What follows belongs to an exercise in optimizing a design on an open flow for small area, a short achievable clock period and few clock cycles per item; a production flow would make more cautious choices. At most, simulation tests tie the RTL to the original design; equivalence was not proved. Power is estimated from default activity; no workload was simulated.

== R ==
==> module swah_dp, before the edit <==
module swah_dp
(
    input  logic                        aclk,
    input  logic                        aresetn,
    input  logic [swah_pkg::FIELD_W-1:0] in_x,
    input  logic                        go,
    input  logic                        p_shift,
    input  logic                        p_load,
    input  logic                        p_push,
    input  logic                        p_init,
    input  logic                        p_zero,
    input  logic                        full_next,
    input  logic                        d_init,
    input  logic                        c_upd,
    input  logic                        c_init,
    output logic [swah_pkg::FIELD_W-1:0] avg
);
    localparam int W = FIELD_W;
    logic [W-1:0]         win_reg [1:WIN-1];
    logic [W-1:0]         old_reg;
    logic                 cy_reg;
    logic [DELTA_W-1:0]   delta_reg;
    logic [W-1:0]         da_reg;
    logic [3:0]           db_reg;
    logic [W-1:0]         q_reg;
    logic [3:0]           r_reg;
    always_ff @(posedge aclk) begin
        if (p_shift) begin
            for (int i = 1; i < WIN - 1; i++) begin
                win_reg[i] <= win_reg[i+1];
            end
            win_reg[WIN-1] <= in_x;
        end
    end
    always_ff @(posedge aclk) begin
        if (!aresetn) begin
            old_reg <= '0;
        end else if (p_load) begin
            old_reg <= in_x;
        end else if (full_next && p_shift) begin
            old_reg <= win_reg[1];
        end
    end
    logic [W-1:0] sub;
    assign sub = p_zero ? '0 : old_reg;
    always_ff @(posedge aclk) begin
        if (go) begin
            delta_reg <= {in_x[W-1], in_x} - {sub[W-1], sub};
        end
    end
    function automatic logic [2:0] add3(input logic [2:0] a, input logic [2:0] b);
        add3[0] = (a[0] & b[0]) | (a[1] & b[2]) | (a[2] & b[1]);
        add3[1] = (a[0] & b[1]) | (a[1] & b[0]) | (a[2] & b[2]);
        add3[2] = (a[0] & b[2]) | (a[2] & b[0]) | (a[1] & b[1]);
    endfunction
    logic [23:0] v;
    logic [1:0]  dig  [12];
    logic [2:0]  scan [5][12];
    logic [2:0]  rem  [13];
    logic [23:0] quo;
    logic [3:0]  db_next;
    logic [W-1:0] da_next;
    always_comb begin
        v = {1'b1, ~delta_reg[DELTA_W-1], delta_reg[DELTA_W-2:2]};
        for (int k = 0; k < 12; k++) begin
            dig[k]     = v[2*k +: 2];
            scan[0][k] = {dig[k] == 2'd2, dig[k] == 2'd1, dig[k] == 2'd0 || dig[k] == 2'd3};
        end
        for (int l = 0; l < 4; l++) begin
            for (int k = 0; k < 12; k++) begin
                if (k + (1 << l) < 12) begin
                    scan[l+1][k] = add3(scan[l][k], scan[l][k + (1 << l)]);
                end else begin
                    scan[l+1][k] = scan[l][k];
                end
            end
        end
        for (int k = 0; k < 12; k++) begin
            rem[k] = scan[4][k];
        end
        rem[12] = 3'b001;
        for (int k = 0; k < 12; k++) begin
            quo[2*k+1] = (rem[k+1][1] & dig[k][1]) | rem[k+1][2];
            quo[2*k]   = (rem[k+1][0] & (dig[k] == 2'd3)) |
                         (rem[k+1][1] & !dig[k][1]) |
                         (rem[k+1][2] & (dig[k] != 2'd0));
        end
        da_next = {{(W-22){quo[21]}}, quo[21:0]};
        db_next = {rem[0][2], rem[0][1], delta_reg[1:0]};
    end
    always_ff @(posedge aclk) begin
        if (go) begin
            if (d_init) begin
                da_reg <= delta_reg[W-1:0];
                db_reg <= 4'd0;
            end else begin
                da_reg <= da_next;
                db_reg <= db_next;
            end
        end
    end
    logic [4:0] rsum;
    logic [4:0] rsum_wrap;
    logic [3:0] r_next;
    logic [4:0] cy_sum;
    logic [2:0] cy_cand;
    logic       cy_go;
    logic       cy_next;
    logic [W:0] q_sum;
    assign rsum      = {1'b0, r_reg} + {1'b0, db_reg};
    assign rsum_wrap = rsum - 5'd12;
    assign q_sum     = {q_reg, cy_reg} + {da_reg, cy_reg};
    always_comb begin
        if (!aresetn) begin
            r_next = '0;
        end else if (c_upd) begin
            if (c_init) begin
                r_next = '0;
            end else begin
                r_next = cy_reg ? rsum_wrap[3:0] : rsum[3:0];
            end
        end else begin
            r_next = r_reg;
        end
        cy_cand[0] = ({1'b0, r_next} + {3'b0, delta_reg[1:0]}) >= 5'd12;
        cy_cand[1] = ({1'b0, r_next} + {3'b0, delta_reg[1:0]}) >= 5'd8;
        cy_cand[2] = ({1'b0, r_next} + {3'b0, delta_reg[1:0]}) >= 5'd4;
        cy_go   = !d_init && ((rem[0][0] && cy_cand[0]) ||
                              (rem[0][1] && cy_cand[1]) ||
                              (rem[0][2] && cy_cand[2]));
        cy_sum  = {1'b0, r_next} + {1'b0, db_reg};
        cy_next = go ? cy_go : (cy_sum >= 5'd12);
    end
    always_ff @(posedge aclk) begin
        r_reg  <= r_next;
        cy_reg <= cy_next;
        if (!aresetn) begin
            q_reg <= '0;
        end else if (c_upd) begin
            if (c_init) begin
                q_reg <= da_reg;
            end else begin
                q_reg <= q_sum[W:1];
            end
        end
    end
    assign avg = q_reg + W'(q_reg[W-1] && (r_reg != 4'd0));
endmodule
Settings: LEC_CHECK=0, CAP_MARGIN=20, CORE_MARGIN=2, CORE_UTILIZATION=40, CTS_CLUSTER_DIAMETER=100, CTS_CLUSTER_SIZE=20, PLACE_DENSITY=0.6, SETUP_SLACK_MARGIN=5.0, SLEW_MARGIN=20, TNS_END_PERCENT=10; clock period 8.0 ns.
standard.sh (not shown) runs the stock make flow with config.mk's settings and CLKGATE_MAP_FILE= SYNTH_SCRIPT=/design/flow/synth_recipe.tcl, a recipe that flattens the netlist after the stock synthesis.
==> flow/flow/run.sh <==
#!/bin/bash
# Layout flow: the standard ORFS flow (standard.sh) with two changes that
# leave the design, constraints and measurement alone:
#  - the port buffers that buffer_ports inserts are plain buf cells rather than
#    whatever buffer it picks by default (it picks delay cells on sky130hd);
#  - the resizer may swap a cell for one with another footprint.
# Each tool's output goes to a log file in this folder.
set -euo pipefail
sed 's| "\${@:-finish}"| MATCH_CELL_FOOTPRINT=0 MAX_REPAIR_ANTENNAS_ITER_DRT=10 MAX_REPAIR_ANTENNAS_ITER_GRT=10 BUFFER_PORTS_ARGS="-buffer_cell sky130_fd_sc_hd__buf_2" "${@:-finish}"|' \
    standard.sh > flow_standard.sh
grep -q 'MATCH_CELL_FOOTPRINT=0' flow_standard.sh
bash flow_standard.sh > orfs_make.log 2>&1
test -s out/final.def
Testbench counts of R, summed over its fixed seeds: cycles 12,048, items 12,000.
## Diff of input files: Q against R
-- flow/design.v --
<<< R, line 217
        for (int l = 0; l < 4; l++) begin
            for (int k = 0; k < 12; k++) begin
                if (k + (1 << l) < 12) begin
                    scan[l+1][k] = add3(scan[l][k], scan[l][k + (1 << l)]);
                end else begin
                    scan[l+1][k] = scan[l][k];
>>> Q, line 217
        for (int l = 0; l < 4; l++) begin
            for (int k = 0; k < 12; k++) begin
                if (((11 - k) >> l) % 2 == 1) begin
                    scan[l+1][k] = add3(scan[l][k], scan[l][11 - (((11 - k) >> l) << l) + 1]);
                end else begin
                    scan[l+1][k] = scan[l][k];
--- outcome ---
Relative to R, combinational group share of total power decreased by 4.8 points in Q.
The global-route usage reported for Q is smaller than that of R by 0.56 points.
Lower core utilization of the finished layout goes to Q over R.
Of R and Q, the lower sequential share of layout area belongs to R.
Diff R -> Q | first-iteration DRC count | down slightly
Endpoint required time on the critical path in Q is 0.02 ns lower than in R
Between R and Q, shortest period the worst path allows increased.
Summary — power per cell area, Q relative to R: lower, by about 2.6%.
Taking R as the reference point, the global routing usage on met1 of Q falls by 0.56 points.
After detailed routing, R needs more wire than Q.
Relative to R, the post-CTS setup buffer count of Q is lower by 17%.
Side by side, via count turned out lower in Q than in R.
From R to Q the numbers moved as follows: largest incremental delay on the critical path up 0.04 ns; worst slack at placement rose by 0.084 ns.
Function not checked in Q: the RTL went through the layout flow alone.

## separate check: timing with driven ports
No port has a modelled driver above. Below, the same layouts with a new extraction and two added sets of constraints. Step 1 sets driving cells, clkbuf_16 on the clock port and buf_2 on the other inputs (assumed; they add their load-dependent delay and slew). Step 2 adds t to the input delays and takes it off the output delays; t is the mean of the earliest and latest rising clock arrival at the registers after step 1. Input paths then give back, and output paths get back, about the clock's delay inside the block. Slacks: ideal / step 1 / step 2; pairs: ideal / step 1.
| run | shift t [ns] | setup slack, ns | worst setup path after step 2 | worst register clock-pin slew, ns |
|---|---|---|---|---|
| R | 0.758 | 4.712 / 4.712 / 4.240 | input to register | 0.09 / 0.09 |
| Q | 0.770 | 4.522 / 4.522 / 4.021 | input to register | 0.09 / 0.09 |
After both steps setup and hold are still met in every run listed. For Q, which loses most, drivers alone change the setup slack by 0.000 ns; drivers and shift together by -0.501 ns.
